What follows belongs to an exercise in optimizing a design on an open flow for small area, a short achievable clock period and few clock cycles per item; a production flow would make more cautious choices.
No functional check of the RTL was part of any run shown here.
Power figures rest on the tool's default switching activity, not on a simulated workload.

==> flow/design.v <==
package grr_pkg;
  localparam int CFG_W = 5;
  localparam logic [CFG_W-1:0] GROUP_SIZE_RESET = 5'd2;
  typedef struct packed {
    logic valid;
    logic bank;
  } bank_rel_t;
  function automatic logic [CFG_W-1:0] eff_group(input logic [CFG_W-1:0] gs,
                                                 input int unsigned max_group);
    if (gs == '0) begin
      eff_group = CFG_W'(1);
    end else if (32'(gs) > max_group) begin
      eff_group = CFG_W'(max_group);
    end else begin
      eff_group = gs;
    end
  endfunction
endpackage
module group_reverse_reorder_unit #(
  parameter int MAX_GROUP  = 16,
  parameter int WORD_WIDTH = 32
) (
  input  logic                                     clk,
  input  logic                                     rst,
  input  logic                                     cfg_we,
  input  logic [grr_pkg::CFG_W-1:0]                cfg_data,
  input  logic                                     s_tvalid,
  output logic                                     s_tready,
  input  logic [((WORD_WIDTH + 7) / 8) * 8 - 1:0]  s_tdata,   
  input  logic                                     s_tlast,
  output logic                                     m_tvalid,
  input  logic                                     m_tready,
  output logic [((WORD_WIDTH + 7) / 8) * 8 - 1:0]  m_tdata,   
  output logic                                     m_tlast
);
  localparam int TDATA_W = ((WORD_WIDTH + 7) / 8) * 8;
  localparam int NS      = (MAX_GROUP > 1) ? MAX_GROUP : 2;
  localparam int AW      = $clog2(NS);
  localparam int KW      = ($clog2(MAX_GROUP + 1) > grr_pkg::CFG_W) ?
                           $clog2(MAX_GROUP + 1) : grr_pkg::CFG_W;
  typedef struct packed {
    logic [AW-1:0] start;
    logic          dir;
    logic [AW-1:0] left;
    logic          fin;
  } desc_t;
  logic [grr_pkg::CFG_W-1:0] group_size;
  logic [WORD_WIDTH-1:0] mem [NS];
  logic [NS-1:0]         occ;        
  logic [AW-1:0]         wp;         
  logic                  wd;         
  logic [AW-1:0]         gstart;     
  logic [AW-1:0]         fill;       
  logic                  fz;         
  logic                  wf;         
  logic                  rdy;
  logic                  ract;
  logic [AW-1:0]         rp;
  logic                  rdir;
  logic [AW-1:0]         rleft;      
  logic                  rl;         
  logic                  rfin;
  logic                  pv0;
  logic                  pv1;
  desc_t                 p0;
  desc_t                 p1;
  logic                  ov;
  logic [WORD_WIDTH-1:0] odata;
  logic                  olast;
  logic                  close;
  logic                  accept;
  logic                  oload;
  logic                  rd_fire;
  logic                  take;
  logic                  bypass;
  logic                  turn;
  logic                  newd_v;
  desc_t                 newd;
  desc_t                 nxt;
  logic [AW-1:0]         wp_step;
  logic [AW-1:0]         wp_back;
  logic [AW-1:0]         fill_n;
  logic [grr_pkg::CFG_W-1:0] gs_n;
  logic                  pv0_n;
  logic                  pv1_n;
  logic                  free_n;
  assign close    = wf || s_tlast;
  assign accept   = s_tvalid && rdy;
  assign oload    = !ov || m_tready;
  assign rd_fire  = oload && ract;
  assign take     = !ract || (rd_fire && rl);
  assign bypass   = accept && (wf || (s_tlast && fz)) && !ract && oload;
  assign turn     = bypass && wf;
  assign wp_step  = wd ? (wp - AW'(1)) : (wp + AW'(1));
  assign wp_back  = wd ? (wp + AW'(1)) : (wp - AW'(1));
  always_comb begin
    newd_v     = accept && close && !(bypass && fz);
    newd.start = gstart;
    newd.dir   = wd;
    newd.left  = fill;
    newd.fin   = s_tlast;
    if (wf) begin
      newd.dir = !wd;
      if (bypass) begin
        newd.start = wp_back;
        newd.left  = fill - AW'(1);
      end else begin
        newd.start = wp;
      end
    end
  end
  assign nxt = pv0 ? p0 : newd;
  always_comb begin
    pv0_n = pv0;
    pv1_n = pv1;
    if (take) begin
      if (pv0) begin
        pv0_n = pv1 || newd_v;
        pv1_n = pv1 && newd_v;
      end
    end else if (newd_v) begin
      if (pv0) begin
        pv1_n = 1'b1;
      end else begin
        pv0_n = 1'b1;
      end
    end
  end
  always_comb begin
    if (accept && !turn) begin
      free_n = !occ[wp_step] || (rd_fire && rp == wp_step);
    end else if (accept) begin
      free_n = 1'b1;
    end else begin
      free_n = !occ[wp] || (rd_fire && rp == wp);
    end
  end
  always_comb begin
    fill_n = fill;
    if (accept) begin
      fill_n = close ? '0 : (fill + AW'(1));
    end
    gs_n = cfg_we ? cfg_data : group_size;
  end
  always_ff @(posedge clk) begin
    if (rst) begin
      group_size <= grr_pkg::GROUP_SIZE_RESET;
    end else if (cfg_we) begin
      group_size <= cfg_data;
    end
  end
  always_ff @(posedge clk) begin
    if (accept) begin
      mem[wp] <= s_tdata[WORD_WIDTH-1:0];
    end
  end
  always_ff @(posedge clk) begin
    if (rst) begin
      occ    <= '0;
      wp     <= '0;
      wd     <= 1'b0;
      gstart <= '0;
      fill   <= '0;
      fz     <= 1'b1;
      wf     <= 1'b0;
      rdy    <= 1'b1;
      ract   <= 1'b0;
      pv0    <= 1'b0;
      pv1    <= 1'b0;
      ov     <= 1'b0;
    end else begin
      for (int i = 0; i < NS; i++) begin
        if (rd_fire && rp == AW'(i)) begin
          occ[i] <= 1'b0;
        end
        if (accept && !bypass && wp == AW'(i)) begin
          occ[i] <= 1'b1;
        end
      end
      if (accept && !turn) begin
        wp <= wp_step;
      end
      if (turn) begin
        wd <= !wd;
      end
      if (accept && close) begin
        gstart <= turn ? wp : wp_step;
      end
      fill <= fill_n;
      fz   <= (fill_n == '0);
      wf   <= (KW'(fill_n) + KW'(1)) >= KW'(grr_pkg::eff_group(gs_n, MAX_GROUP));
      rdy  <= free_n && !pv1_n;
      pv0  <= pv0_n;
      pv1  <= pv1_n;
      if (take) begin
        ract <= pv0 || newd_v;
      end
      if (oload) begin
        ov <= ract || bypass;
      end
    end
  end
  always_ff @(posedge clk) begin
    if (take) begin
      rp    <= nxt.start;
      rdir  <= nxt.dir;
      rleft <= nxt.left;
      rl    <= (nxt.left == '0);
      rfin  <= nxt.fin;
    end else if (rd_fire) begin
      rp    <= rdir ? (rp - AW'(1)) : (rp + AW'(1));
      rleft <= rleft - AW'(1);
      rl    <= (rleft == AW'(1));
    end
    if (take ? pv0 : (newd_v && !pv0)) begin
      p0 <= (take && pv1) ? p1 : newd;
    end
    if (newd_v) begin
      p1 <= newd;
    end
    if (rd_fire) begin
      odata <= mem[rp];
      olast <= rfin && rl;
    end else if (bypass) begin
      odata <= s_tdata[WORD_WIDTH-1:0];
      olast <= s_tlast && fz;
    end
  end
  assign s_tready = rdy;
  assign m_tvalid = ov;
  assign m_tdata  = TDATA_W'(odata);
  assign m_tlast  = olast;
endmodule
==> flow/run.sh <==
#!/bin/bash
# synth_recipe.tcl (not shown) runs the flow's synth.tcl, then flattens the netlist and writes it again
# the make line also repeats each setting of config.mk as NAME=value (left out here)
make -C /OpenROAD-flow-scripts/flow DESIGN_CONFIG=/design/flow/config.mk WORK_HOME=/design/flow/orfs CLKGATE_MAP_FILE= SYNTH_SCRIPT=/design/flow/synth_recipe.tcl finish
==> flow/config.mk <==
export PLATFORM = sky130hd
export DESIGN_NAME = group_reverse_reorder_unit
export DESIGN_NICKNAME = group_reverse_reorder_unit
export VERILOG_FILES = /design/flow/design.v
export SDC_FILE = /design/flow/constraint.sdc
export NUM_CORES = 4
export LEC_CHECK = 0
export CAP_MARGIN = 20
export CORE_MARGIN = 2
export CORE_UTILIZATION = 40
export SETUP_SLACK_MARGIN = 2.0
export SLEW_MARGIN = 20
==> flow/constraint.sdc <==
create_clock -name core_clock -period 4.5 [get_ports {clk}]
set_input_delay 0.9000 -clock core_clock [delete_from_list [all_inputs] [get_ports {clk}]]
set_output_delay 0.9000 -clock core_clock [all_outputs]
set_load 0.01 [all_outputs]
==> parameters.txt, run 1 <==
Parameter                              Value

Yosys
  Dominant cell type by area after synthesis    sky130_fd_sc_hd__edfxtp_1
  Most common flop cell mapped by yosys    sky130_fd_sc_hd__edfxtp_1
  Post-synthesis instance area    0.0249 mm2
  Top-area cell type share of the netlist area    69.5%
  Number of flops mapped to enable cells by yosys    576
  Net Count, Synth    1310
  Syn. warnings    1
  Async set-or-reset flop fraction in the synthesized netlist    0%
  Part of the Yosys area used for sequential elements    73.1%
  Number of storage elements in the synthesis netlist    621
  Cell types with the largest area share after synthesis    sky130_fd_sc_hd__edfxtp_1 (69%), sky130_fd_sc_hd__mux4_2 (15%), sky130_fd_sc_hd__dfxtp_1 (3.6%), sky130_fd_sc_hd__mux2_2 (2.3%), sky130_fd_sc_hd__nor2_1 (1.3%)
  Number of unique standard cell types used by synthesis    51
  Average cell area after synthesis    20.0 um2
  Cell count after synthesis    1247

Timing
  Max Clk Rate    406 MHz
  Max-slew violations    0
  Pin slew with the least headroom to its limit    1.06 ns
  Summed negative setup slack over all endpoints    0 ns
  Slew HR    29.0%
  Setup violators final    0
  Endpoints failing hold    0
  Final worst-path cycle share    54.7%
  Minimum clock period    2.46 ns
  Setup repair after global routing missed its margin    yes
  Fin Clk Skew    0.0321 ns
  Crit path setup slack, layout    2.04 ns

Routing
  Total Wirelength    55100 um
  Number of routed nets with antenna violations    0
  Vias after detailed routing    12171
  Vias per std cell    5.42
  Drt first-iter violations    975
  Number of remaining DRC errors    0
  Detailed-route wire length per cell    24.5 um
  First-pass iteration count of the detailed router    5

Hold path
  Beginning of the worst hold path    gstart[0]$_SDFFE_PP0P_
  Kind of path behind the tightest hold check    flip-flop to flip-flop
  Cell depth of the worst hold path    2
  Min-Delay Endpoint    gstart[0]$_SDFFE_PP0P_

GRT
  Number of global-route vias before repair    12563
  GRT Resource Usage Total    17.5%
  Global-route wire length before repair    82200 um
  Antenna violations before repair    3
  Pin count of the biggest net entering global routing    49
  Gr ovfl total    0

Run status
  Outcome    finished clean

Final layout
  Final-stage net count    1429
  Final non-filler cell total    2247
  Final-layout fill cell count    5119
  Layout-stage area growth over the synthesis result    17.2%
  Fraction of final layout cells sized beyond drive strength 1    28.5%
  Final core area utilization    47.4%
  ANT cells    0

Power and ir drop
  Leakage power    0.00909 uW
  Power Dens Cells    477 mW/mm2
  Maximum resistive drop on vdd    0.307 mV
  Portion of total power attributed to sequential cells    48.5%
  Post-layout total power    13900 uW
  Switching fraction of total power    24.7%
  Proportion of power drawn by combinational gates    16.7%
  Net Sw Power    3430 uW
  Fraction of power consumed by the clock network    34.8%
  Internal power    10500 uW

CTS
  Clock latency at the later pin of the worst-skew pair    0.65 ns
  Maximum buffer depth of the clock tree    3
  CTS H-Tree Depth    2
  Cell at the root of the clock tree    sky130_fd_sc_hd__clkbuf_16
  Count of clock tree sinks    621
  Clock-pin slew of the registers on the worst-case setup and hold paths    0.07 ns
  TritonCTS clock tree    yes
  Number of hold buffers added after CTS    0
  Total clock buffers created by CTS    60

Placed design
  Placed wire-length estimate after detailed placement    30100 um
  Placed insts    2129
  Setup WS pre-CTS    0.976 ns
  Number of buffers inserted by port buffering    77
  Last weighted congestion value of the routability-driven placer    0.772

Floorplanning
  Width of the die    253 um
  Number of standard-cell rows in the floorplan    91
  Area of the core region    0.0616 mm2
  Area of the die    0.0642 mm2
  IO Count    78
  Effective utilization at floorplan    40.4%
  Die Y-Extent    253 um

Setup path
  Origin of the critical flop-to-flop path    fill[0]$_SDFF_PP0_
  WP data arrival    2.94 ns
  Standard cell with the maximum stage delay on the critical path    sky130_fd_sc_hd__dlygate4sd2_1
  Cell type group with the largest total delay on the critical path    compound AO/OA/AOI/OAI gates
  Startpoint kind of the worst setup timing path    input pin
  Classification of the worst setup path    input pin to flip-flop
  Nature of the critical path endpoint    flip-flop
  Crit path top cell by count    sky130_fd_sc_hd__a21o_1
  Setup slack of the worst register-to-register path    2.10 ns
  Path depth of the worst reg2reg path    11
  R2R Path End    wf$_SDFF_PP0_
  CP peak stage delay    0.36 ns
  Biggest fanout along the worst timing path    8
  Cell-by-cell trace of the critical path    dlygate4sd2_1 > nor3_4 > a22oi_2 > ha_1 > ha_1 > a21o_1 > a21o_1 > a21o_1 > a21oi_1 > nor2_1
  CP bufs+invs    1
  Data required time at the worst endpoint    4.98 ns

Flow run
  Maximum Capacitance Violations    0
==> per-stage QoR <==
stage          cell area (um2)  hold slack, ns
6_report                 29200           0.477
4_1_cts                  29100           0.483
5_1_grt                  29200           0.492
2_1_floorplan            25000           0.450
3_3_place_gp             27000           0.471
3_5_place_dp             27000           0.473
==> cells by family (layout without fill, tap and decap cells) <==
kind of cell	count (synthesis)	in the layout	synth area share (%)
DFF	621	621	73.1
muxes	230	230	17.9
and+or+nand+nor	182	182	3.34
buffers and inverters	83	246	1.44
AOI/OAI and AO/OA	82	82	2.15
xor gates and xnor gates	29	29	1.02
adders and majority gates	20	20	1.01
==> placed cells by master (no fill, tap or decap), types with 7 or more instances in the layout <==
cell type / n
sky130_fd_sc_hd__nand2_1: 31
sky130_fd_sc_hd__nor3_1: 9
sky130_fd_sc_hd__inv_1: 12
sky130_fd_sc_hd__mux4_2: 168
sky130_fd_sc_hd__clkdlybuf4s50_1: 67
sky130_fd_sc_hd__nor2_4: 18
sky130_fd_sc_hd__o21ai_0: 12
sky130_fd_sc_hd__nand3_1: 17
sky130_fd_sc_hd__nand2b_1: 7
sky130_fd_sc_hd__edfxtp_1: 576
sky130_fd_sc_hd__a21oi_1: 33
sky130_fd_sc_hd__mux2_2: 50
sky130_fd_sc_hd__nor2b_1: 7
sky130_fd_sc_hd__dlygate4sd2_1: 9
sky130_fd_sc_hd__clkbuf_16: 60
sky130_fd_sc_hd__buf_4: 29
sky130_fd_sc_hd__nor2_1: 66
sky130_fd_sc_hd__buf_12: 16
sky130_fd_sc_hd__clkbuf_1: 13
sky130_fd_sc_hd__dfxtp_1: 36
sky130_fd_sc_hd__ha_1: 18
sky130_fd_sc_hd__clkinv_1: 15
sky130_fd_sc_hd__mux2i_1: 9
sky130_fd_sc_hd__xnor2_1: 20
==> layer usage <==
layer	wire, um	part of all wire [%]	track usage, %
met3	2640	4.8	2.78
met4	995	1.8	4.92
met1	24400	44	24.4
met5	28	0.051	0
met2	27000	49	28.5
==> tightest hold or removal path: stages (launching register included) <==
cell	delay, ns
sky130_fd_sc_hd__dfxtp_1	0.31
sky130_fd_sc_hd__o21ai_0	0.06
sky130_fd_sc_hd__a21oi_1	0.06
==> cell type report <==
class / instances / area (um2) / area share [%]
inverter: 14 / 58.8 / 0.202
timing repair buffer: 126 / 1350 / 4.64
sequential: 621 / 18200 / 62.4
tap: 837 / 1050 / 3.59
clock inverter: 31 / 300 / 1.03
multi-input combinational: 543 / 6620 / 22.7
clock buffer: 75 / 1580 / 5.41
==> Yosys cell counts (7+ instances only) <==
cell and count:
sky130_fd_sc_hd__mux2i_1 12, sky130_fd_sc_hd__nor2b_1 7, sky130_fd_sc_hd__nand2_1 34, sky130_fd_sc_hd__clkbuf_1 43, sky130_fd_sc_hd__mux2_2 50, sky130_fd_sc_hd__xnor2_1 23
sky130_fd_sc_hd__edfxtp_1 576, sky130_fd_sc_hd__mux4_2 168, sky130_fd_sc_hd__nand3_1 17, sky130_fd_sc_hd__ha_1 20, sky130_fd_sc_hd__nand2b_1 7, sky130_fd_sc_hd__dfxtp_1 45
sky130_fd_sc_hd__a21oi_1 34, sky130_fd_sc_hd__inv_1 13, sky130_fd_sc_hd__buf_2 17, sky130_fd_sc_hd__o21ai_0 13, sky130_fd_sc_hd__nor3_1 11, sky130_fd_sc_hd__nor2_1 84
==> worst max-delay path by stage <==
stage	slack, ns	depth (start not counted)	start	end
global placement	1.07	6	s_tlast	p0[1]$_DFFE_PP_
detailed placement	0.98	6	s_tlast	p0[3]$_DFFE_PP_
finish	2.04	10	s_tlast	wf$_SDFF_PP0_
floorplan	1.80	11	s_tvalid	wf$_SDFF_PP0_
global route	1.93	9	m_tready	rdy$_SDFF_PP1_
CTS	1.92	8	wp[1]$_SDFFE_PP0N_	rdy$_SDFF_PP1_
==> sequential cells by signal, summed over array words and instances (netlist names), 4 cells and up, named ones only <==
name and count:
rp 4, p0 10, wp 4, occ 16, odata 32, fill 4
p1 10, mem 512, rleft 4, group_size 5, gstart 4
==> power by group through the flow <==
stage                     sequential, uW  combinational [uW]  clock [uW]
after floorplan                     6770                1620           0
after global placement              6930                2190           0
after detailed placement            6930                2210           0
after CTS                           6750                2360        4960
after global routing                6770                2500        5160
final                               6750                2320        4840
==> timing repair <==
action                                  4_1_cts  5_1_grt
setup buffers                                11        1
gates resized for setup                      27       12
endpoints found under the hold margin         0        0
pin swaps                                     3        1
endpoints found under the setup margin      417      118
==> inputs of run 2 (changes only) <==
--- a/flow/config.mk
+++ b/flow/config.mk
@@ -8,5 +8,5 @@
 export CAP_MARGIN = 20
 export CORE_MARGIN = 2
 export CORE_UTILIZATION = 40
-export SETUP_SLACK_MARGIN = 2.0
+export CTS_BUF_LIST = sky130_fd_sc_hd__clkbuf_4 sky130_fd_sc_hd__clkbuf_8
 export SLEW_MARGIN = 20
==> run 2 against run 1 <==
  * First-iteration DRC count fell by 10%
  * Clock skew is 0.0044 ns lower
  * Via count up 1.4%
  * Critical path type unchanged
  * Critical endpoint unchanged
==> parameters.txt, run 2 <==
Parameter                              Value

Routing
  Total Wirelength    54700 um (was 55100 um)
  Detailed-route wire length per cell    23.5 um (was 24.5 um)
  Vias after detailed routing    12346 (was 12171)
  First-pass iteration count of the detailed router    7 (was 5)
  Vias per std cell    5.30 (was 5.42)
  Number of routed nets with antenna violations    0 (unchanged)
  Number of remaining DRC errors    0 (unchanged)
  Drt first-iter violations    876 (was 975)

Yosys
  Most common flop cell mapped by yosys    sky130_fd_sc_hd__edfxtp_1 (unchanged)
  Top-area cell type share of the netlist area    69.5% (unchanged)
  Cell types with the largest area share after synthesis    sky130_fd_sc_hd__edfxtp_1 (69%), sky130_fd_sc_hd__mux4_2 (15%), sky130_fd_sc_hd__dfxtp_1 (3.6%), sky130_fd_sc_hd__mux2_2 (2.3%), sky130_fd_sc_hd__nor2_1 (1.3%) (unchanged)
  Net Count, Synth    1310 (unchanged)
  Part of the Yosys area used for sequential elements    73.1% (unchanged)
  Area fraction in compound gates after synthesis    2.15% (unchanged)
  Syn. warnings    1 (unchanged)
  Most frequently used cell type in the post-synthesis netlist    sky130_fd_sc_hd__edfxtp_1 (unchanged)
  Cell count after synthesis    1247 (unchanged)
  Async set-or-reset flop fraction in the synthesized netlist    0% (unchanged)
  Synth Area in XOR/XNOR    1.02% (unchanged)
  Post-synthesis instance area    0.0249 mm2 (unchanged)
  Post-Synth Adder-Cell Area    1.01% (unchanged)
  Proportion of synthesized area in mux cells    17.9% (unchanged)
  Number of storage elements in the synthesis netlist    621 (unchanged)
  Number of flops mapped to enable cells by yosys    576 (unchanged)
  Average cell area after synthesis    20.0 um2 (unchanged)
  Basic-gate share of the synthesized area counting and, or, nand and nor cells    3.34% (unchanged)
  Top cell types by occurrence after synthesis    sky130_fd_sc_hd__edfxtp_1 (576), sky130_fd_sc_hd__mux4_2 (168), sky130_fd_sc_hd__nor2_1 (84) (unchanged)
  Dominant cell type by area after synthesis    sky130_fd_sc_hd__edfxtp_1 (unchanged)
  Number of unique standard cell types used by synthesis    51 (unchanged)
  Combinational family with the most area after synthesis    multiplexers (unchanged)

Placed design
  Number of buffers inserted by port buffering    77 (unchanged)
  Placed wire-length estimate after detailed placement    30600 um (was 30100 um)
  Last weighted congestion value of the routability-driven placer    0.799 (was 0.772)

Setup path
  Nature of the critical path endpoint    flip-flop (unchanged)
  Cell type group with the largest total delay on the critical path    simple AND/OR/NAND/NOR gates (was compound AO/OA/AOI/OAI gates)
  CP bufs+invs    1 (unchanged)
  Startpoint kind of the worst setup timing path    input pin (unchanged)
  CP peak stage delay    0.50 ns (was 0.36 ns)
  Cell-by-cell trace of the critical path    clkdlybuf4s50_1 > nand2_1 > nor3_1 > mux2i_1 > ha_1 > ha_1 > a21o_1 > a21o_1 > a21o_1 > a21oi_1 > nor2_1 (was dlygate4sd2_1 > nor3_4 > a22oi_2 > ha_1 > ha_1 > a21o_1 > a21o_1 > a21o_1 > a21oi_1 > nor2_1)
  Data required time at the worst endpoint    5.05 ns (was 4.98 ns)
  Standard cell with the maximum stage delay on the critical path    sky130_fd_sc_hd__clkdlybuf4s50_1 (was sky130_fd_sc_hd__dlygate4sd2_1)
  Crit path top cell by count    sky130_fd_sc_hd__a21o_1 (unchanged)
  Classification of the worst setup path    input pin to flip-flop (unchanged)
  WP data arrival    3.58 ns (was 2.94 ns)
  Biggest fanout along the worst timing path    13 (was 8)

CTS
  Resized cells post-CTS    0 (was 27)
  Count of clock tree sinks    621 (unchanged)
  CTS H-Tree Depth    3 (was 2)
  TritonCTS clock tree    yes (unchanged)
  Number of hold buffers added after CTS    0 (unchanged)
  Maximum buffer depth of the clock tree    3 (unchanged)
  Clock latency at the later pin of the worst-skew pair    0.67 ns (was 0.65 ns)
  Total clock buffers created by CTS    101 (was 60)
  Clock-pin slew of the registers on the worst-case setup and hold paths    0.07 ns (about the same)
  Cell at the root of the clock tree    sky130_fd_sc_hd__clkbuf_8 (was sky130_fd_sc_hd__clkbuf_16)
  Setup bufs post-CTS    0 (was 11)

Timing
  Setup violators final    0 (unchanged)
  Endpoints failing hold    0 (unchanged)
  Slew HR    33.2% (was 29.0%)
  Setup repair after global routing missed its margin    no (was yes)
  Max-slew violations    0 (unchanged)
  Fin Clk Skew    0.0277 ns (was 0.0321 ns)
  Summed negative setup slack over all endpoints    0 ns (unchanged)
  Pin slew with the least headroom to its limit    1.00 ns (was 1.06 ns)
  Minimum clock period    3.03 ns (was 2.46 ns)
  Final worst-path cycle share    67.3% (was 54.7%)
  Max Clk Rate    330 MHz (was 406 MHz)

GRT
  Pin count of the biggest net entering global routing    54 (was 49)
  Gr ovfl total    0 (unchanged)
  Number of global-route vias before repair    13196 (was 12563)
  Global-route wire length before repair    82700 um (was 82200 um)
  GRT Resource Usage Total    17.5% (about the same)
  Antenna violations before repair    2 (was 3)

Final layout
  Final-layout fill cell count    5107 (was 5119)
  Layout-stage area growth over the synthesis result    16.8% (was 17.2%)
  Fraction of final layout cells sized beyond drive strength 1    30.8% (was 28.5%)
  Final core area utilization    47.2% (was 47.4%)
  Register with the highest flop count    mem (unchanged)
  Max FFs per register    512 (unchanged)
  Leading cell types in the layout, fill and taps excluded    sky130_fd_sc_hd__edfxtp_1 (576), sky130_fd_sc_hd__mux4_2 (168), sky130_fd_sc_hd__clkbuf_8 (106), sky130_fd_sc_hd__clkdlybuf4s50_1 (77), sky130_fd_sc_hd__nor2_1 (66) (was sky130_fd_sc_hd__edfxtp_1 (576), sky130_fd_sc_hd__mux4_2 (168), sky130_fd_sc_hd__clkdlybuf4s50_1 (67), sky130_fd_sc_hd__nor2_1 (66), sky130_fd_sc_hd__clkbuf_16 (60))
  Largest registers    mem x512, odata x32, occ x16 (unchanged)
  Final-stage net count    1470 (was 1429)
  Most common library cell in the layout ignoring fill and taps    sky130_fd_sc_hd__edfxtp_1 (unchanged)

Floorplanning
  Area of the core region    0.0616 mm2 (unchanged)
  Number of standard-cell rows in the floorplan    91 (unchanged)
  Die Y-Extent    253 um (unchanged)
  Effective utilization at floorplan    40.4% (unchanged)
  Width of the die    253 um (unchanged)
  IO Count    78 (unchanged)
  Area of the die    0.0642 mm2 (unchanged)

Power and ir drop
  Power Dens Cells    480 mW/mm2 (was 477 mW/mm2)
  Maximum resistive drop on vdd    0.220 mV (was 0.307 mV)
  Leakage power    0.00920 uW (was 0.00909 uW)

Run status
  Outcome    finished clean (unchanged)

Flow run
  Maximum Capacitance Violations    0 (unchanged)

Hold path
  Kind of path behind the tightest hold check    flip-flop to flip-flop (unchanged)
[run 2: final timing paths]
path                                from                endpoint  slack, ns  depth (start not counted)
hold reg to reg   gstart[0]$_SDFFE_PP0P_  gstart[0]$_SDFFE_PP0P_       0.48                          2
setup reg to reg               flip-flop     odata[20]$_DFFE_PP_       1.52                          4
setup / recovery                s_tvalid           wf$_SDFF_PP0_       1.47                         11
hold / removal    gstart[0]$_SDFFE_PP0P_  gstart[0]$_SDFFE_PP0P_       0.48                          2
[run 2: layout make-up]
| type | count | area, um2 | share of cell area (%) |
|---|---|---|---|
| antenna | 1 | 2.50 | 0.00861 |
| clock buffer | 136 | 1680 | 5.79 |
| clock inverter | 50 | 388 | 1.33 |
| inverter | 14 | 52.6 | 0.181 |
| multi-input combinational | 543 | 6470 | 22.3 |
| sequential | 621 | 18200 | 62.6 |
| tap | 837 | 1050 | 3.60 |
| timing repair buffer | 126 | 1210 | 4.18 |
[run 2: routing by layer]
layer	vias to the layer above	global-route usage (%)	share of wire, %
met3	82	2.99	5.2
met1	6470	24.1	44
met5	-	0	0.024
met4	2	5.60	1.8
li1	5446	-	-
met2	346	28.4	49
[run 2: worst reg2reg max path, delay by kind of cell, from the launching register on]
kind | cells | cell delay, ns
muxes | 3 | 1.33
DFF | 1 | 0.95
buffers and inverters | 1 | 0.43
[run 2: kinds of logic after synthesis]
group | Yosys count
compound gates | 82
xor+xnor | 29
fa+ha+maj | 20
buf+inv | 83
flops | 621
mux | 230
simple gates | 182
[run 2: power breakdown]
group	switching, uW	internal [uW]
sequential	262	6570
combinational	993	1150
clock	2200	2780
[run 2: stage by stage]
stage          hold slack, ns  std cells  worst slack (ns)  cell area, um2  power [uW]
5_1_grt                 0.510       2328              1.22           29100       14500
3_3_place_gp            0.468       2141             0.832           27000        9110
3_5_place_dp            0.471       2141             0.789           27000        9130
6_report                0.481       2328              1.47           29100       14000
4_1_cts                 0.481       2327              1.42           29100       14100
2_1_floorplan           0.450       1247              1.06           24900        8380
==> inputs of run 3 (changes only) <==
--- a/flow/config.mk
+++ b/flow/config.mk
@@ -8,5 +8,6 @@
 export CAP_MARGIN = 20
 export CORE_MARGIN = 2
 export CORE_UTILIZATION = 40
-export CTS_BUF_LIST = sky130_fd_sc_hd__clkbuf_4 sky130_fd_sc_hd__clkbuf_8
+export SETUP_SLACK_MARGIN = 2.5
 export SLEW_MARGIN = 20
+export TNS_END_PERCENT = 10
==> run 3 against run 2 <==
  * Still clean
  * Combinational power is 31% higher
  * First-iteration DRC count is 12% higher
  * Setup slack improved by 0.63 ns
  * Sequential share of layout area decreased by 2.6 points
  * Routed wire length increased by 2.1%
  * Synthesized cell count is the same
  * Worst hold slack gained 0.0039 ns
  * Cell count shrank 0.43%
  * Global-route usage grew 0.17 points
  * Maximum frequency rose by 26%
==> parameters.txt, run 3 <==
Parameter                              Value

Run status
  Outcome    finished clean (unchanged)

Yosys
  Proportion of synthesized area in mux cells    17.9% (unchanged)
  Number of storage elements in the synthesis netlist    621 (unchanged)
  Number of flops mapped to enable cells by yosys    576 (unchanged)
  Combinational family with the most area after synthesis    multiplexers (unchanged)
  Top cell types by occurrence after synthesis    sky130_fd_sc_hd__edfxtp_1 (576), sky130_fd_sc_hd__mux4_2 (168), sky130_fd_sc_hd__nor2_1 (84) (unchanged)
  Async set-or-reset flop fraction in the synthesized netlist    0% (unchanged)
  Synth Area in XOR/XNOR    1.02% (unchanged)
  Most common flop cell mapped by yosys    sky130_fd_sc_hd__edfxtp_1 (unchanged)
  Post-synthesis instance area    0.0249 mm2 (unchanged)
  Part of the Yosys area used for sequential elements    73.1% (unchanged)
  Number of unique standard cell types used by synthesis    51 (unchanged)
  Cell count after synthesis    1247 (unchanged)
  Average cell area after synthesis    20.0 um2 (unchanged)
  Net Count, Synth    1310 (unchanged)
  Dominant cell type by area after synthesis    sky130_fd_sc_hd__edfxtp_1 (unchanged)
  Area fraction in compound gates after synthesis    2.15% (unchanged)
  Basic-gate share of the synthesized area counting and, or, nand and nor cells    3.34% (unchanged)
  Most frequently used cell type in the post-synthesis netlist    sky130_fd_sc_hd__edfxtp_1 (unchanged)
  Cell types with the largest area share after synthesis    sky130_fd_sc_hd__edfxtp_1 (69%), sky130_fd_sc_hd__mux4_2 (15%), sky130_fd_sc_hd__dfxtp_1 (3.6%), sky130_fd_sc_hd__mux2_2 (2.3%), sky130_fd_sc_hd__nor2_1 (1.3%) (unchanged)
  Post-Synth Adder-Cell Area    1.01% (unchanged)
  Top-area cell type share of the netlist area    69.5% (unchanged)
  Syn. warnings    1 (unchanged)

Setup path
  WP data arrival    2.75 ns (was 3.58 ns)
  Biggest fanout along the worst timing path    6 (was 13)
  Startpoint kind of the worst setup timing path    flip-flop (was input pin)
  Data required time at the worst endpoint    4.85 ns (was 5.05 ns)
  Nature of the critical path endpoint    flip-flop (unchanged)
  Setup slack of the worst register-to-register path    2.10 ns (was 1.52 ns)
  Path depth of the worst reg2reg path    6 (was 4)
  Classification of the worst setup path    flip-flop to flip-flop (was input pin to flip-flop)
  R2R Path End    odata[8]$_DFFE_PP_ (was odata[20]$_DFFE_PP_)

Routing
  Drt first-iter violations    978 (was 876)
  Vias per std cell    5.39 (was 5.30)
  First-pass iteration count of the detailed router    5 (was 7)
  Number of routed nets with antenna violations    0 (unchanged)
  Vias after detailed routing    12487 (was 12346)
  Total Wirelength    55900 um (was 54700 um)
  Detailed-route wire length per cell    24.1 um (was 23.5 um)
  Number of remaining DRC errors    0 (unchanged)

Hold path
  Min-Delay Endpoint    gstart[0]$_SDFFE_PP0P_ (unchanged)
  Beginning of the worst hold path    gstart[0]$_SDFFE_PP0P_ (unchanged)
  Cell depth of the worst hold path    2 (unchanged)
  Kind of path behind the tightest hold check    flip-flop to flip-flop (unchanged)

CTS
  Maximum buffer depth of the clock tree    3 (unchanged)
  Clock latency at the later pin of the worst-skew pair    0.60 ns (was 0.67 ns)
  Count of clock tree sinks    621 (unchanged)
  Number of hold buffers added after CTS    0 (unchanged)
  Total clock buffers created by CTS    68 (was 101)
  TritonCTS clock tree    yes (unchanged)
  CTS H-Tree Depth    3 (unchanged)
  Cell at the root of the clock tree    sky130_fd_sc_hd__clkbuf_16 (was sky130_fd_sc_hd__clkbuf_8)
  Clock-pin slew of the registers on the worst-case setup and hold paths    0.06 ns (was 0.07 ns)

GRT
  Gr ovfl total    0 (unchanged)
  GRT Resource Usage Total    17.6% (was 17.5%)
  Number of global-route vias before repair    13023 (was 13196)
  Global-route wire length before repair    83000 um (was 82700 um)
  Pin count of the biggest net entering global routing    48 (was 54)
  Antenna violations before repair    0 (was 2)

Final layout
  Fraction of final layout cells sized beyond drive strength 1    35.2% (was 30.8%)
  Most common library cell in the layout ignoring fill and taps    sky130_fd_sc_hd__edfxtp_1 (unchanged)
  ANT cells    0 (was 1)
  Largest registers    mem x512, odata x32, occ x16 (unchanged)
  Register with the highest flop count    mem (unchanged)
  Leading cell types in the layout, fill and taps excluded    sky130_fd_sc_hd__edfxtp_1 (576), sky130_fd_sc_hd__mux4_2 (168), sky130_fd_sc_hd__clkbuf_16 (72), sky130_fd_sc_hd__nor2_1 (65), sky130_fd_sc_hd__buf_4 (61) (was sky130_fd_sc_hd__edfxtp_1 (576), sky130_fd_sc_hd__mux4_2 (168), sky130_fd_sc_hd__clkbuf_8 (106), sky130_fd_sc_hd__clkdlybuf4s50_1 (77), sky130_fd_sc_hd__nor2_1 (66))
  Final-stage net count    1496 (was 1470)
  Max FFs per register    512 (unchanged)
  Layout-stage area growth over the synthesis result    22.0% (was 16.8%)

Timing
  Endpoints failing hold    0 (unchanged)
  Setup repair after global routing missed its margin    yes (was no)
  Max-slew violations    0 (unchanged)
  Slew HR    25.8% (was 33.2%)
  Max Clk Rate    417 MHz (was 330 MHz)
  Minimum clock period    2.40 ns (was 3.03 ns)
  Setup violators final    0 (unchanged)
  Fin Clk Skew    0.0182 ns (was 0.0277 ns)
  Final worst-path cycle share    53.3% (was 67.3%)
  Pin slew with the least headroom to its limit    1.11 ns (was 1.00 ns)
  Summed negative setup slack over all endpoints    0 ns (unchanged)

Placed design
  Placed wire-length estimate after detailed placement    30000 um (was 30600 um)
  Last weighted congestion value of the routability-driven placer    0.795 (was 0.799)
  Number of buffers inserted by port buffering    77 (unchanged)

Power and ir drop
  Power Dens Cells    491 mW/mm2 (was 480 mW/mm2)
  Maximum resistive drop on vdd    0.255 mV (was 0.220 mV)
  Post-layout total power    14900 uW (was 14000 uW)
  Leakage power    0.00979 uW (was 0.00920 uW)

Floorplanning
  Number of standard-cell rows in the floorplan    91 (unchanged)
  Die Y-Extent    253 um (unchanged)
  Effective utilization at floorplan    40.4% (unchanged)
  Area of the die    0.0642 mm2 (unchanged)
  Width of the die    253 um (unchanged)
  IO Count    78 (unchanged)
  Area of the core region    0.0616 mm2 (unchanged)

Flow run
  Maximum Capacitance Violations    0 (unchanged)
-- run 3: changes by cell type in the layout (fill, tap and decap cells not counted), moves of 18 or more --
| cell | delta |
|---|---|
| sky130_fd_sc_hd__clkdlybuf4s50_1 | -39 |
| sky130_fd_sc_hd__clkbuf_8 | -106 |
| sky130_fd_sc_hd__clkbuf_2 | +23 |
| sky130_fd_sc_hd__buf_4 | +18 |
| sky130_fd_sc_hd__mux2_2 | -23 |
| sky130_fd_sc_hd__clkbuf_4 | -30 |
| sky130_fd_sc_hd__clkbuf_16 | +72 |
| sky130_fd_sc_hd__mux2_4 | +23 |
-- run 3: through the flow --
stage	worst slack [ns]	area (um2)	hold slack, ns	util [%]	instances
finish	2.10	30400	0.485	49.3	2318
floorplan	1.80	25100	0.450	-	1247
detailed placement	1.02	27000	0.478	43.9	2127
CTS	2.10	30100	0.485	48.8	2291
global route	2.05	30400	0.505	49.3	2318
global placement	1.07	27000	0.467	43.9	2127
-- run 3: how the worst max path moves through the flow --
stage                     slack, ns       from                  end  cells after the start
final                          2.10  flip-flop   odata[8]$_DFFE_PP_                      6
after detailed placement       1.02   s_tvalid   rleft[1]$_DFFE_PN_                      7
after global placement         1.07   s_tvalid   rleft[1]$_DFFE_PN_                      7
after CTS                      2.10  flip-flop  odata[26]$_DFFE_PP_                      6
after global routing           2.05   s_tvalid        wf$_SDFF_PP0_                     11
after floorplan                1.80   s_tvalid        wf$_SDFF_PP0_                     11
-- run 3: cell type report --
type,count,area (um2)
flip-flops and latches,621,18200
well taps,837,1050
inverters,14,68.8
clock buffers,85,1810
repair buffers,184,2060
multi-input cells,544,6840
fillers,4963,31200
clock inverters,33,318
-- run 3: kinds of logic after synthesis --
| family | Yosys count |
|---|---|
| compound gates | 82 |
| xor+xnor | 29 |
| fa+ha+maj | 20 |
| buf+inv | 83 |
| flops | 621 |
| mux | 230 |
| simple gates | 182 |
-- run 3: timing repair --
| item | in CTS | in global routing |
|---|---|---|
| gates resized for setup | 101 | 84 |
| buffers inserted | 34 | 24 |
| pin swaps | 9 | 17 |
| endpoints found under the setup margin | 703 | 575 |
| cloned | 12 | 3 |
-- run 3: routing by layer --
metal | global-route usage, % | part of all wire, % | up-vias
li1 | - | - | 5472
met1 | 25.0 | 44 | 6610
met2 | 28.4 | 49 | 327
met3 | 2.50 | 5.1 | 78
met4 | 5.38 | 1.9 | 0
met5 | 0 | 0 | -
-- run 3: report_power, final --
group          total [uW]  leakage (uW)  internal, uW  switching [uW]
combinational        2810       0.00312          1510            1300
sequential           6740       0.00562          6570             167
clock                5360       0.00104          3150            2220
total               14900       0.00979         11200            3690
-- run 3: worst max-delay path: stages, from the launching register on --
cell and delay, ns:
sky130_fd_sc_hd__dfxtp_4 0.40, sky130_fd_sc_hd__buf_12 0.12, sky130_fd_sc_hd__buf_12 0.13, sky130_fd_sc_hd__buf_12 0.14, sky130_fd_sc_hd__mux4_2 0.56, sky130_fd_sc_hd__mux4_2 0.52, sky130_fd_sc_hd__mux2_4 0.27
==> inputs of run 4 (changes only) <==
--- a/flow/config.mk
+++ b/flow/config.mk
@@ -8,6 +8,6 @@
 export CAP_MARGIN = 20
 export CORE_MARGIN = 2
 export CORE_UTILIZATION = 40
-export SETUP_SLACK_MARGIN = 2.5
+export SETUP_SLACK_MARGIN = 3.0
 export SLEW_MARGIN = 20
 export TNS_END_PERCENT = 10
==> run 4 against run 3 <==
  * Sequential power about the same
  * Critical path depth unchanged
  * Power increased by 0.53%
  * Sequential share of layout area decreased by 0.76 points
  * Worst hold slack improved by 0.0025 ns
  * Critical path type unchanged
  * Clock-buffer cell count unchanged
  * Design area increased by 1.4%
  * Non-clock buffer count increased by 19
  * Cell count increased by 0.82%
  * Die area unchanged
  * Still clean
  * Maximum frequency decreased by 0.22%
==> parameters.txt, run 4 <==
Parameter                              Value

Final layout
  ANT cells    0 (unchanged)
  Leading cell types in the layout, fill and taps excluded    sky130_fd_sc_hd__edfxtp_1 (576), sky130_fd_sc_hd__mux4_2 (168), sky130_fd_sc_hd__clkbuf_16 (73), sky130_fd_sc_hd__buf_4 (67), sky130_fd_sc_hd__nor2_1 (64) (was sky130_fd_sc_hd__edfxtp_1 (576), sky130_fd_sc_hd__mux4_2 (168), sky130_fd_sc_hd__clkbuf_16 (72), sky130_fd_sc_hd__nor2_1 (65), sky130_fd_sc_hd__buf_4 (61))
  Largest registers    mem x512, odata x32, occ x16 (unchanged)
  Final-stage net count    1515 (was 1496)
  Most common library cell in the layout ignoring fill and taps    sky130_fd_sc_hd__edfxtp_1 (unchanged)
  Post-route cell area    0.0308 mm2 (was 0.0304 mm2)
  Max FFs per register    512 (unchanged)
  Final core area utilization    50.0% (was 49.3%)
  Layout-stage area growth over the synthesis result    23.7% (was 22.0%)
  Seq. cell area    0.0182 mm2 (about the same)
  Fraction of final layout cells sized beyond drive strength 1    38.1% (was 35.2%)
  Register with the highest flop count    mem (unchanged)
  Multi-input gate area    0.00698 mm2 (was 0.00684 mm2)
  Final-layout fill cell count    4913 (was 4963)

Timing
  Setup repair after global routing missed its margin    yes (unchanged)
  Pin slew with the least headroom to its limit    0.800 ns (was 1.11 ns)
  Max Clk Rate    416 MHz (was 417 MHz)
  Minimum clock period    2.41 ns (was 2.40 ns)
  Setup violators final    0 (unchanged)
  Fin Clk Skew    0.0191 ns (was 0.0182 ns)
  Final worst-path cycle share    53.5% (was 53.3%)
  Endpoints failing hold    0 (unchanged)
  Summed negative setup slack over all endpoints    0 ns (unchanged)
  Hold slack    0.487 ns (was 0.485 ns)
  Max-slew violations    0 (unchanged)
  Slew HR    46.6% (was 25.8%)

Placed design
  Placed wire-length estimate after detailed placement    30000 um (unchanged)
  Total cell area at the placement stage    0.0270 mm2 (unchanged)
  Number of buffers inserted by port buffering    77 (unchanged)
  Last weighted congestion value of the routability-driven placer    0.795 (unchanged)

Power and ir drop
  Proportion of power drawn by combinational gates    19.3% (was 18.8%)
  Switching fraction of total power    24.9% (was 24.7%)
  Internal power    11300 uW (was 11200 uW)
  Portion of total power attributed to sequential cells    44.9% (was 45.2%)
  Maximum resistive drop on vdd    0.254 mV (was 0.255 mV)
  Fraction of power consumed by the clock network    35.8% (was 36.0%)
  Post-layout total power    15000 uW (was 14900 uW)
  Leakage power    0.0100 uW (was 0.00979 uW)
  Power Dens Cells    487 mW/mm2 (was 491 mW/mm2)
  Net Sw Power    3730 uW (was 3690 uW)

CTS
  Clock latency at the later pin of the worst-skew pair    0.60 ns (about the same)
  Count of clock tree sinks    621 (unchanged)
  TritonCTS clock tree    yes (unchanged)
  CTS H-Tree Depth    3 (unchanged)
  Cell at the root of the clock tree    sky130_fd_sc_hd__clkbuf_16 (unchanged)
  Total clock buffers created by CTS    68 (unchanged)
  Maximum buffer depth of the clock tree    3 (unchanged)
  Clock-pin slew of the registers on the worst-case setup and hold paths    0.06 ns (about the same)
  Number of hold buffers added after CTS    0 (unchanged)

Yosys
  Cell types with the largest area share after synthesis    sky130_fd_sc_hd__edfxtp_1 (69%), sky130_fd_sc_hd__mux4_2 (15%), sky130_fd_sc_hd__dfxtp_1 (3.6%), sky130_fd_sc_hd__mux2_2 (2.3%), sky130_fd_sc_hd__nor2_1 (1.3%) (unchanged)
  Most common flop cell mapped by yosys    sky130_fd_sc_hd__edfxtp_1 (unchanged)
  Dominant cell type by area after synthesis    sky130_fd_sc_hd__edfxtp_1 (unchanged)
  Number of unique standard cell types used by synthesis    51 (unchanged)
  Part of the Yosys area used for sequential elements    73.1% (unchanged)
  Syn. warnings    1 (unchanged)
  Average cell area after synthesis    20.0 um2 (unchanged)
  Number of flops mapped to enable cells by yosys    576 (unchanged)
  Net Count, Synth    1310 (unchanged)
  Number of storage elements in the synthesis netlist    621 (unchanged)
  Most frequently used cell type in the post-synthesis netlist    sky130_fd_sc_hd__edfxtp_1 (unchanged)
  Cell count after synthesis    1247 (unchanged)
  Top-area cell type share of the netlist area    69.5% (unchanged)
  Top cell types by occurrence after synthesis    sky130_fd_sc_hd__edfxtp_1 (576), sky130_fd_sc_hd__mux4_2 (168), sky130_fd_sc_hd__nor2_1 (84) (unchanged)
  Post-synthesis instance area    0.0249 mm2 (unchanged)
  Async set-or-reset flop fraction in the synthesized netlist    0% (unchanged)

GRT
  Number of global-route vias before repair    13202 (was 13023)
  Antenna violations before repair    0 (unchanged)
  Global routing met1 resource utilization    25.5% (was 25.0%)
  GRT Resource Usage Total    18.1% (was 17.6%)
  Met2 capacity usage during global routing    29.5% (was 28.4%)
  Met3 routing resource usage after global routing    2.60% (was 2.50%)
  Gr busiest metal    met2 (unchanged)
  Global-route wire length before repair    85000 um (was 83000 um)
  Pin count of the biggest net entering global routing    48 (unchanged)
  Gr ovfl total    0 (unchanged)

Routing
  Vias per std cell    5.41 (was 5.39)
  Detailed-route wire length per cell    24.6 um (was 24.1 um)
  First-pass iteration count of the detailed router    4 (was 5)
  Vias after detailed routing    12643 (was 12487)
  Total Wirelength    57400 um (was 55900 um)
  Number of remaining DRC errors    0 (unchanged)
  Drt first-iter violations    1028 (was 978)
  Number of routed nets with antenna violations    0 (unchanged)

Floorplanning
  Die Y-Extent    253 um (unchanged)
  Width of the die    253 um (unchanged)
  Effective utilization at floorplan    40.4% (unchanged)
  IO Count    78 (unchanged)
  Number of standard-cell rows in the floorplan    91 (unchanged)
  Area of the core region    0.0616 mm2 (unchanged)
  Area of the die    0.0642 mm2 (unchanged)

Setup path
  Biggest fanout along the worst timing path    5 (was 6)
  Data required time at the worst endpoint    4.83 ns (was 4.85 ns)
  WP data arrival    2.74 ns (was 2.75 ns)
  Nature of the critical path endpoint    flip-flop (unchanged)
  Classification of the worst setup path    flip-flop to flip-flop (unchanged)
  Startpoint kind of the worst setup timing path    flip-flop (unchanged)

Flow run
  Maximum Capacitance Violations    0 (unchanged)

Run status
  Outcome    finished clean (unchanged)

Hold path
  Kind of path behind the tightest hold check    flip-flop to flip-flop (unchanged)
run 4: layer usage:
metal	up-vias	wire length, um	part of all wire [%]
met1	6697	25000	44
met5	-	0	0
met2	353	28300	49
li1	5518	-	-
met4	0	1090	1.9
met3	75	2980	5.2
run 4: power groups by stage:
stage | Combinational, uW | Clock (uW) | Sequential, uW
after CTS | 2800 | 5490 | 6740
after detailed placement | 2230 | 0 | 6940
after global placement | 2210 | 0 | 6930
final | 2890 | 5370 | 6740
after global routing | 3070 | 5690 | 6760
after floorplan | 1650 | 0 | 6770
run 4: metrics by stage:
stage               instances  worst slack (ns)
floorplan                1247              1.80
global placement         2127              1.07
detailed placement       2127              1.02
CTS                      2314              2.10
global route             2337              2.05
finish                   2337              2.09
run 4: cell type report:
cell class                      count  share of cell area, %
Sequential cell                   621                   59.3
Multi-Input combinational cell    544                   22.7
Timing Repair Buffer              203                   7.55
Clock buffer                       85                   5.87
Tap cell                          837                   3.40
Clock inverter                     33                   1.03
Inverter                           14                  0.232
run 4: cell families (layout without fill, tap and decap cells):
logic type	count (synthesis)	in the layout	synth area share, %
adders and majority gates	20	20	1.01
DFF	621	621	73.1
muxes	230	230	17.9
xor gates and xnor gates	29	29	1.02
AOI/OAI and AO/OA	82	82	2.15
buffers and inverters	83	335	1.44
and+or+nand+nor	182	183	3.34
run 4: final timing paths:
kind,from,endpoint,slack [ns],cells past startpoint
worst max-delay path,flip-flop,odata[26]$_DFFE_PP_,2.09,6
worst min-delay path,gstart[0]$_SDFFE_PP0P_,gstart[0]$_SDFFE_PP0P_,0.49,2
worst max register to register,flip-flop,odata[26]$_DFFE_PP_,2.09,6
worst min register to register,gstart[0]$_SDFFE_PP0P_,gstart[0]$_SDFFE_PP0P_,0.49,2
run 4: worst max-delay path: stages (launching register included):
cell,delay [ns]
sky130_fd_sc_hd__dfxtp_4,0.41
sky130_fd_sc_hd__buf_12,0.12
sky130_fd_sc_hd__buf_12,0.14
sky130_fd_sc_hd__buf_16,0.14
sky130_fd_sc_hd__mux4_2,0.53
sky130_fd_sc_hd__mux4_2,0.51
sky130_fd_sc_hd__mux2_4,0.27
run 4: timing repair:
item / in CTS / in global routing
setup endpoints to repair: 717 / 795
pin swaps: 15 / 17
gates cloned: 16 / 4
resized for setup: 148 / 123
setup buffers: 53 / 19
==> inputs of run 5 (changes only) <==
--- a/flow/design.v
+++ b/flow/design.v
@@ -80,10 +80,13 @@
   logic [AW-1:0]         wp_step;
   logic [AW-1:0]         wp_back;
   logic [AW-1:0]         fill_n;
-  logic [grr_pkg::CFG_W-1:0] gs_n;
   logic                  pv0_n;
   logic                  pv1_n;
   logic                  free_n;
+  logic                  k1;         
+  logic                  wf2;        
+  assign k1       = (grr_pkg::eff_group(group_size, MAX_GROUP) == grr_pkg::CFG_W'(1));
+  assign wf2      = (KW'(fill) + KW'(2)) >= KW'(grr_pkg::eff_group(group_size, MAX_GROUP));
   assign close    = wf || s_tlast;
   assign accept   = s_tvalid && rdy;
   assign oload    = !ov || m_tready;
@@ -140,7 +143,6 @@
     if (accept) begin
       fill_n = close ? '0 : (fill + AW'(1));
     end
-    gs_n = cfg_we ? cfg_data : group_size;
   end
   always_ff @(posedge clk) begin
     if (rst) begin
@@ -188,7 +190,11 @@
       end
       fill <= fill_n;
       fz   <= (fill_n == '0);
-      wf   <= (KW'(fill_n) + KW'(1)) >= KW'(grr_pkg::eff_group(gs_n, MAX_GROUP));
+      if (cfg_we) begin
+        wf <= (KW'(fill) + KW'(1)) >= KW'(grr_pkg::eff_group(cfg_data, MAX_GROUP));
+      end else if (accept) begin
+        wf <= close ? k1 : wf2;
+      end
       rdy  <= free_n && !pv1_n;
       pv0  <= pv0_n;
       pv1  <= pv1_n;
--- a/flow/config.mk
+++ b/flow/config.mk
@@ -8,6 +8,6 @@
 export CAP_MARGIN = 20
 export CORE_MARGIN = 2
 export CORE_UTILIZATION = 40
-export SETUP_SLACK_MARGIN = 3.0
+export SETUP_SLACK_MARGIN = 2.5
 export SLEW_MARGIN = 20
 export TNS_END_PERCENT = 10
==> run 5 against run 4 <==
  * Clock power decreased by 2%
  * Sequential cell count unchanged
  * Critical endpoint is now odata[15]$_DFFE_PP_
  * Global-route usage increased by 0.41 points
  * Clock skew increased by 0.0047 ns
  * Area after synthesis increased by 0.50%
  * Largest power group unchanged
==> parameters.txt, run 5 <==
Parameter                              Value

CTS
  Total clock buffers created by CTS    66 (was 68)
  CTS H-Tree Depth    3 (unchanged)
  Count of clock tree sinks    621 (unchanged)
  Maximum buffer depth of the clock tree    3 (unchanged)
  Cell at the root of the clock tree    sky130_fd_sc_hd__clkbuf_16 (unchanged)
  Number of hold buffers added after CTS    0 (unchanged)
  TritonCTS clock tree    yes (unchanged)
  Clock latency at the later pin of the worst-skew pair    0.60 ns (about the same)
  Clock-pin slew of the registers on the worst-case setup and hold paths    0.06 ns (about the same)

Yosys
  Number of flops mapped to enable cells by yosys    576 (unchanged)
  Most common flop cell mapped by yosys    sky130_fd_sc_hd__edfxtp_1 (unchanged)
  Async set-or-reset flop fraction in the synthesized netlist    0% (unchanged)
  Cell types with the largest area share after synthesis    sky130_fd_sc_hd__edfxtp_1 (69%), sky130_fd_sc_hd__mux4_2 (15%), sky130_fd_sc_hd__dfxtp_1 (3.6%), sky130_fd_sc_hd__nand2_1 (2.0%), sky130_fd_sc_hd__ha_1 (1.3%) (was sky130_fd_sc_hd__edfxtp_1 (69%), sky130_fd_sc_hd__mux4_2 (15%), sky130_fd_sc_hd__dfxtp_1 (3.6%), sky130_fd_sc_hd__mux2_2 (2.3%), sky130_fd_sc_hd__nor2_1 (1.3%))
  Top-area cell type share of the netlist area    69.1% (was 69.5%)
  Top cell types by occurrence after synthesis    sky130_fd_sc_hd__edfxtp_1 (576), sky130_fd_sc_hd__mux4_2 (168), sky130_fd_sc_hd__nand2_1 (130) (was sky130_fd_sc_hd__edfxtp_1 (576), sky130_fd_sc_hd__mux4_2 (168), sky130_fd_sc_hd__nor2_1 (84))
  Net Count, Synth    1387 (was 1310)
  Post-synthesis instance area    0.0250 mm2 (was 0.0249 mm2)
  Most frequently used cell type in the post-synthesis netlist    sky130_fd_sc_hd__edfxtp_1 (unchanged)
  Number of storage elements in the synthesis netlist    621 (unchanged)
  Part of the Yosys area used for sequential elements    72.7% (was 73.1%)
  Dominant cell type by area after synthesis    sky130_fd_sc_hd__edfxtp_1 (unchanged)
  Cell count after synthesis    1318 (was 1247)
  Syn. warnings    1 (unchanged)
  Number of unique standard cell types used by synthesis    54 (was 51)
  Average cell area after synthesis    19.0 um2 (was 20.0 um2)

Routing
  Vias after detailed routing    12998 (was 12643)
  Detailed-route wire length per cell    25.5 um (was 24.6 um)
  Drt first-iter violations    1304 (was 1028)
  WL met2    29900 um (was 28300 um)
  Met3 wire len    3160 um (was 2980 um)
  Vias per std cell    5.49 (was 5.41)
  Total Wirelength    60400 um (was 57400 um)
  Met1 Routed Length    26200 um (was 25000 um)
  First-pass iteration count of the detailed router    7 (was 4)
  Number of routed nets with antenna violations    0 (unchanged)
  Uppermost layer routed    met5 (was met4)
  Number of remaining DRC errors    0 (unchanged)

Floorplanning
  Width of the die    254 um (was 253 um)
  Area of the core region    0.0618 mm2 (was 0.0616 mm2)
  IO Count    78 (unchanged)
  Area of the die    0.0646 mm2 (was 0.0642 mm2)
  Effective utilization at floorplan    40.5% (was 40.4%)
  Die Y-Extent    254 um (was 253 um)
  Number of standard-cell rows in the floorplan    91 (unchanged)

Setup path
  Data required time at the worst endpoint    4.85 ns (was 4.83 ns)
  Startpoint kind of the worst setup timing path    flip-flop (unchanged)
  Classification of the worst setup path    flip-flop to flip-flop (unchanged)
  Nature of the critical path endpoint    flip-flop (unchanged)
  Biggest fanout along the worst timing path    5 (unchanged)
  WP data arrival    2.66 ns (was 2.74 ns)

Timing
  Max Clk Rate    433 MHz (was 416 MHz)
  Endpoints failing hold    0 (unchanged)
  Final worst-path cycle share    51.3% (was 53.5%)
  Hold slack    0.465 ns (was 0.487 ns)
  Setup repair after global routing missed its margin    yes (unchanged)
  Pin slew with the least headroom to its limit    0.746 ns (was 0.800 ns)
  Crit path setup slack, layout    2.19 ns (was 2.09 ns)
  Minimum clock period    2.31 ns (was 2.41 ns)
  Slew HR    50.3% (was 46.6%)
  Summed negative setup slack over all endpoints    0 ns (unchanged)
  Max-slew violations    0 (unchanged)
  Fin Clk Skew    0.0238 ns (was 0.0191 ns)
  Setup violators final    0 (unchanged)

Final layout
  Largest registers    mem x512, odata x32, occ x16 (unchanged)
  Register with the highest flop count    mem (unchanged)
  Most common library cell in the layout ignoring fill and taps    sky130_fd_sc_hd__edfxtp_1 (unchanged)
  ANT cells    0 (unchanged)
  Layout-stage area growth over the synthesis result    21.1% (was 23.7%)
  Leading cell types in the layout, fill and taps excluded    sky130_fd_sc_hd__edfxtp_1 (576), sky130_fd_sc_hd__mux4_2 (168), sky130_fd_sc_hd__nand2_1 (114), sky130_fd_sc_hd__clkbuf_16 (71), sky130_fd_sc_hd__nor2_1 (63) (was sky130_fd_sc_hd__edfxtp_1 (576), sky130_fd_sc_hd__mux4_2 (168), sky130_fd_sc_hd__clkbuf_16 (73), sky130_fd_sc_hd__buf_4 (67), sky130_fd_sc_hd__nor2_1 (64))
  Max FFs per register    512 (unchanged)
  Final-stage net count    1554 (was 1515)
  Fraction of final layout cells sized beyond drive strength 1    29.7% (was 38.1%)

Flow run
  Maximum Capacitance Violations    0 (unchanged)

Power and ir drop
  Power Dens Cells    494 mW/mm2 (was 487 mW/mm2)
  Maximum resistive drop on vdd    0.236 mV (was 0.254 mV)
  Leakage power    0.00990 uW (was 0.0100 uW)
  Post-layout total power    15000 uW (about the same)

GRT
  Global-route wire length before repair    87000 um (was 85000 um)
  Gr ovfl total    0 (unchanged)
  GRT Resource Usage Total    18.5% (was 18.1%)
  Antenna violations before repair    1 (was 0)
  Number of global-route vias before repair    13342 (was 13202)
  Pin count of the biggest net entering global routing    34 (was 48)

Placed design
  Number of buffers inserted by port buffering    77 (unchanged)
  Last weighted congestion value of the routability-driven placer    0.753 (was 0.795)
  Placed wire-length estimate after detailed placement    29800 um (was 30000 um)
  Setup WS pre-CTS    1.12 ns (was 1.02 ns)

Run status
  Outcome    finished clean (unchanged)

Hold path
  Kind of path behind the tightest hold check    flip-flop to flip-flop (unchanged)
-- run 5: changes by cell type after synthesis, sizes merged, moves of 4 or more --
cell and delta:
nor2b +4, nor2 -20, nand2 +96, mux2i +4, and3 +19, o21ai -6
xor2 +4, xnor2 -5, and2 +5, ha +6, a32oi +4, mux2 -33
-- run 5: path summary, 6_finish.rpt --
kind	from	end	slack, ns	cells past startpoint
setup / recovery	flip-flop	odata[15]$_DFFE_PP_	2.19	8
hold / removal	gstart[1]$_SDFFE_PP0P_	gstart[1]$_SDFFE_PP0P_	0.46	2
setup reg to reg	flip-flop	odata[15]$_DFFE_PP_	2.19	8
hold reg to reg	gstart[1]$_SDFFE_PP0P_	gstart[1]$_SDFFE_PP0P_	0.46	2
-- run 5: per-layer routing --
layer	global-route usage [%]	vias to the layer above
met5	0	-
met4	5.21	2
met3	2.96	90
met2	30.7	348
met1	25.5	6918
li1	-	5640
-- run 5: critical path, cell delays in order, from the launching register on --
cell	delay [ns]
sky130_fd_sc_hd__dfxtp_4	0.41
sky130_fd_sc_hd__buf_12	0.15
sky130_fd_sc_hd__buf_12	0.12
sky130_fd_sc_hd__buf_12	0.12
sky130_fd_sc_hd__buf_16	0.13
sky130_fd_sc_hd__mux4_2	0.50
sky130_fd_sc_hd__mux4_2	0.49
sky130_fd_sc_hd__nand2_2	0.08
sky130_fd_sc_hd__nand2_2	0.06
-- run 5: kinds of logic (layout without fill, tap and decap cells) --
logic type	count (synthesis)	after routing	synth area share (%)
AND/OR/NAND/NOR	283	288	5.06
buffers and inverters	85	294	1.39
adder cells (fa/ha/maj)	26	26	1.30
multiplexers	201	201	16.6
XOR/XNOR	28	28	1.01
AO/OA/AOI/OAI	74	74	1.93
flip-flops	621	621	72.7
-- run 5: through the flow --
step	util [%]	instances	instance area (um2)
2_1_floorplan	-	1318	25200
3_3_place_gp	43.5	2179	26900
3_5_place_dp	43.5	2179	26900
4_1_cts	48.7	2358	30100
5_1_grt	49.0	2369	30300
6_report	49.0	2369	30300
-- run 5: where the power goes --
part / switching [uW] / internal, uW / leakage, uW
Sequential: 195 / 6610 / 0.00562
Combinational: 1350 / 1560 / 0.00328
Clock: 2220 / 3030 / 0.00100
-- run 5: repair_timing --
action,CTS,global route
gates cloned,17,6
setup endpoints to repair,693,565
pin swaps,15,10
setup buffers,47,5
resized for setup,132,34
-- run 5: final cells by class --
class	instances	area, um2
fill	5045	31500
inverter	14	58.8
clock buffer	89	1820
multi-input combinational	617	6860
clock inverter	26	244
timing repair buffer	165	2040
tap	837	1050
sequential	621	18200
==> inputs of run 6 (changes only) <==
--- a/flow/config.mk
+++ b/flow/config.mk
@@ -7,7 +7,8 @@
 export LEC_CHECK = 0
 export CAP_MARGIN = 20
 export CORE_MARGIN = 2
-export CORE_UTILIZATION = 40
+export CORE_UTILIZATION = 60
+export PLACE_DENSITY = 0.72
 export SETUP_SLACK_MARGIN = 2.5
 export SLEW_MARGIN = 20
 export TNS_END_PERCENT = 10
==> run 6 against run 5 <==
  * Cell count decreased by 13%
  * Sequential power hardly changed
  * Clock skew is 0.0094 ns lower
  * Clock-buffer cell count shrank 18
  * Die area down 33%
  * Area after synthesis unchanged
  * Combinational power increased by 2%
==> parameters.txt, run 6 <==
Parameter                              Value

Yosys
  Proportion of synthesized area in mux cells    16.6% (unchanged)
  Part of the Yosys area used for sequential elements    72.7% (unchanged)
  Area fraction in compound gates after synthesis    1.93% (unchanged)
  Top cell types by occurrence after synthesis    sky130_fd_sc_hd__edfxtp_1 (576), sky130_fd_sc_hd__mux4_2 (168), sky130_fd_sc_hd__nand2_1 (130) (unchanged)
  Post-Synth Adder-Cell Area    1.30% (unchanged)
  Combinational family with the most area after synthesis    multiplexers (unchanged)
  Top-area cell type share of the netlist area    69.1% (unchanged)
  Number of unique standard cell types used by synthesis    54 (unchanged)
  Most frequently used cell type in the post-synthesis netlist    sky130_fd_sc_hd__edfxtp_1 (unchanged)
  Dominant cell type by area after synthesis    sky130_fd_sc_hd__edfxtp_1 (unchanged)
  Most common flop cell mapped by yosys    sky130_fd_sc_hd__edfxtp_1 (unchanged)
  Net Count, Synth    1387 (unchanged)
  Post-synthesis instance area    0.0250 mm2 (unchanged)
  Average cell area after synthesis    19.0 um2 (unchanged)
  Cell types with the largest area share after synthesis    sky130_fd_sc_hd__edfxtp_1 (69%), sky130_fd_sc_hd__mux4_2 (15%), sky130_fd_sc_hd__dfxtp_1 (3.6%), sky130_fd_sc_hd__nand2_1 (2.0%), sky130_fd_sc_hd__ha_1 (1.3%) (unchanged)
  Syn. warnings    1 (unchanged)
  Cell count after synthesis    1318 (unchanged)
  Basic-gate share of the synthesized area counting and, or, nand and nor cells    5.06% (unchanged)

Timing
  Minimum clock period    2.28 ns (was 2.31 ns)
  Setup repair after global routing missed its margin    yes (unchanged)
  Max Clk Rate    438 MHz (was 433 MHz)
  Setup violators final    0 (unchanged)
  Summed negative setup slack over all endpoints    0 ns (unchanged)
  Final worst-path cycle share    50.8% (was 51.3%)

Power and ir drop
  Portion of total power attributed to sequential cells    45.5% (was 45.4%)
  Internal power    11200 uW (about the same)
  Net Sw Power    3740 uW (was 3770 uW)
  Power Dens Cells    498 mW/mm2 (was 494 mW/mm2)
  Fraction of power consumed by the clock network    34.5% (was 35.1%)
  Leakage power    0.00991 uW (was 0.00990 uW)
  Maximum resistive drop on vdd    0.331 mV (was 0.236 mV)
  Post-layout total power    14900 uW (was 15000 uW)

GRT
  Antenna violations before repair    1 (unchanged)
  Number of global-route vias before repair    13625 (was 13342)
  GRT Resource Usage Total    27.1% (was 18.5%)

Setup path
  Launch point of the critical path    wp[0]$_SDFFE_PP0P_
  Startpoint kind of the worst setup timing path    flip-flop (unchanged)
  Setup slack of the worst register-to-register path    2.22 ns (was 2.19 ns)
  Classification of the worst setup path    flip-flop to flip-flop (unchanged)
  Biggest fanout along the worst timing path    5 (unchanged)
  WP data arrival    2.65 ns (was 2.66 ns)
  Cell type group with the largest total delay on the critical path    simple AND/OR/NAND/NOR gates (was multiplexers)
  Nature of the critical path endpoint    flip-flop (unchanged)
  Data required time at the worst endpoint    4.86 ns (was 4.85 ns)

CTS
  Clock-pin slew of the registers on the worst-case setup and hold paths    0.07 ns (was 0.06 ns)
  CTS H-Tree Depth    2 (was 3)
  TritonCTS clock tree    yes (unchanged)
  Maximum buffer depth of the clock tree    3 (unchanged)

Floorplanning
  Effective utilization at floorplan    61.0% (was 40.5%)
  Area of the core region    0.0410 mm2 (was 0.0618 mm2)
  Number of standard-cell rows in the floorplan    74 (was 91)
  Die Y-Extent    208 um (was 254 um)
  Area of the die    0.0433 mm2 (was 0.0646 mm2)
  IO Count    78 (unchanged)

Final layout
  Largest registers    mem x512, odata x32, occ x16 (unchanged)
  ANT cells    0 (unchanged)
  Max FFs per register    512 (unchanged)
  Final-stage net count    1547 (was 1554)
  Final non-filler cell total    2061 (was 2369)

Routing
  Vias after detailed routing    13255 (was 12998)
  First-pass iteration count of the detailed router    5 (was 7)
  Number of routed nets with antenna violations    0 (unchanged)
  Number of remaining DRC errors    0 (unchanged)
  Drt first-iter violations    1452 (was 1304)
  Detailed-route wire length per cell    28.8 um (was 25.5 um)

Placed design
  Number of buffers inserted by port buffering    77 (unchanged)
  Last weighted congestion value of the routability-driven placer    0.794 (was 0.753)
  Placed wire-length estimate after detailed placement    27000 um (was 29800 um)

Flow run
  Maximum Capacitance Violations    0 (unchanged)

Run status
  Outcome    finished clean (unchanged)

Hold path
  Kind of path behind the tightest hold check    flip-flop to flip-flop (unchanged)
## run 6: worst reg2reg max path, stage by stage (launching register included)
cell,delay (ns)
sky130_fd_sc_hd__dfxtp_4,0.38
sky130_fd_sc_hd__or4_4,0.56
sky130_fd_sc_hd__a2111oi_4,0.32
sky130_fd_sc_hd__xor2_1,0.13
sky130_fd_sc_hd__mux2i_1,0.29
sky130_fd_sc_hd__inv_1,0.10
sky130_fd_sc_hd__mux2_4,0.26
## run 6: power groups by stage
stage / registers, uW / clock network, uW / logic (uW)
after floorplan: 6810 / 0 / 1670
after global placement: 7020 / 0 / 2100
after detailed placement: 7020 / 0 / 2140
after CTS: 6790 / 5190 / 2860
after global routing: 6820 / 5400 / 3140
final: 6800 / 5150 / 2980
## run 6: what timing repair did
action,4_1_cts,5_1_grt
setup buffers,45,12
gates cloned,17,5
pin swaps,14,10
setup endpoints to repair,692,627
resized for setup,135,22
hold buffers,0,0
## run 6: area by class of cell
| cell class | instances | area, um2 |
|---|---|---|
| Clock buffer | 71 | 1590 |
| Clock inverter | 42 | 429 |
| Fill cell | 2356 | 11000 |
| Inverter | 14 | 58.8 |
| Multi-Input combinational cell | 615 | 6850 |
| Sequential cell | 621 | 18200 |
| Tap cell | 532 | 666 |
| Timing Repair Buffer | 166 | 2160 |
## run 6: stage by stage
stage	utilization [%]	area, um2	setup slack (ns)	hold slack, ns
finish	73.1	30000	2.22	0.456
global route	73.1	30000	2.16	0.491
CTS	72.4	29700	2.25	0.457
detailed placement	64.6	26500	1.10	0.448
global placement	64.6	26500	1.21	0.444
floorplan	-	25200	2.19	0.432
## run 6: layer usage
metal / vias to the layer above / wire, um / GRT usage, %
li1: 5619 / - / -
met1: 6899 / 23800 / 39.4
met2: 623 / 29300 / 44.1
met3: 112 / 4720 / 4.03
met4: 2 / 1530 / 7.34
met5: - / 8 / 0
## run 6: worst paths after layout
check                      endpoint  cells past startpoint
max                 p0[9]$_DFFE_PP_                      6
min reg2reg  gstart[0]$_SDFFE_PP0P_                      2
min          gstart[0]$_SDFFE_PP0P_                      2
max reg2reg         p0[9]$_DFFE_PP_                      6
## run 6: logic make-up after synthesis
family	after synthesis
AO/OA/AOI/OAI	74
XOR/XNOR	28
adder cells (fa/ha/maj)	26
buffers and inverters	85
flip-flops	621
multiplexers	201
AND/OR/NAND/NOR	283

==> re-timing with driven ports <==
No port has a modelled driver above. Below, the same layouts with a new extraction and two added sets of constraints.
Step 1 assumes that a clkbuf_16 drives the clock port and a buf_2 every other input.
Step 2 times the ports against the registers' clock, not the clock port: input delays grow and output delays shrink by t, the midpoint of the rising clock arrivals with the driver on.
Slacks: no drivers / after step 1 / after step 2; pairs: no drivers / after step 1.
run	t, ns	slack for setup (ns)	pins driven straight from the clock port
run 1	0.695	2.037 / 1.998 / 1.380	1
run 2	0.712	1.471 / 1.501 / 0.789	1
run 3	0.647	2.099 / 2.099 / 1.531	1
run 4	0.649	2.094 / 2.094 / 1.531	1
run 5	0.648	2.193 / 2.193 / 1.705	1
run 6	0.663	2.216 / 2.216 / 1.678	1
After both steps every run listed still meets setup and hold. For run 2, which loses most, drivers alone change the setup slack by +0.030 ns; drivers and shift together by -0.682 ns.
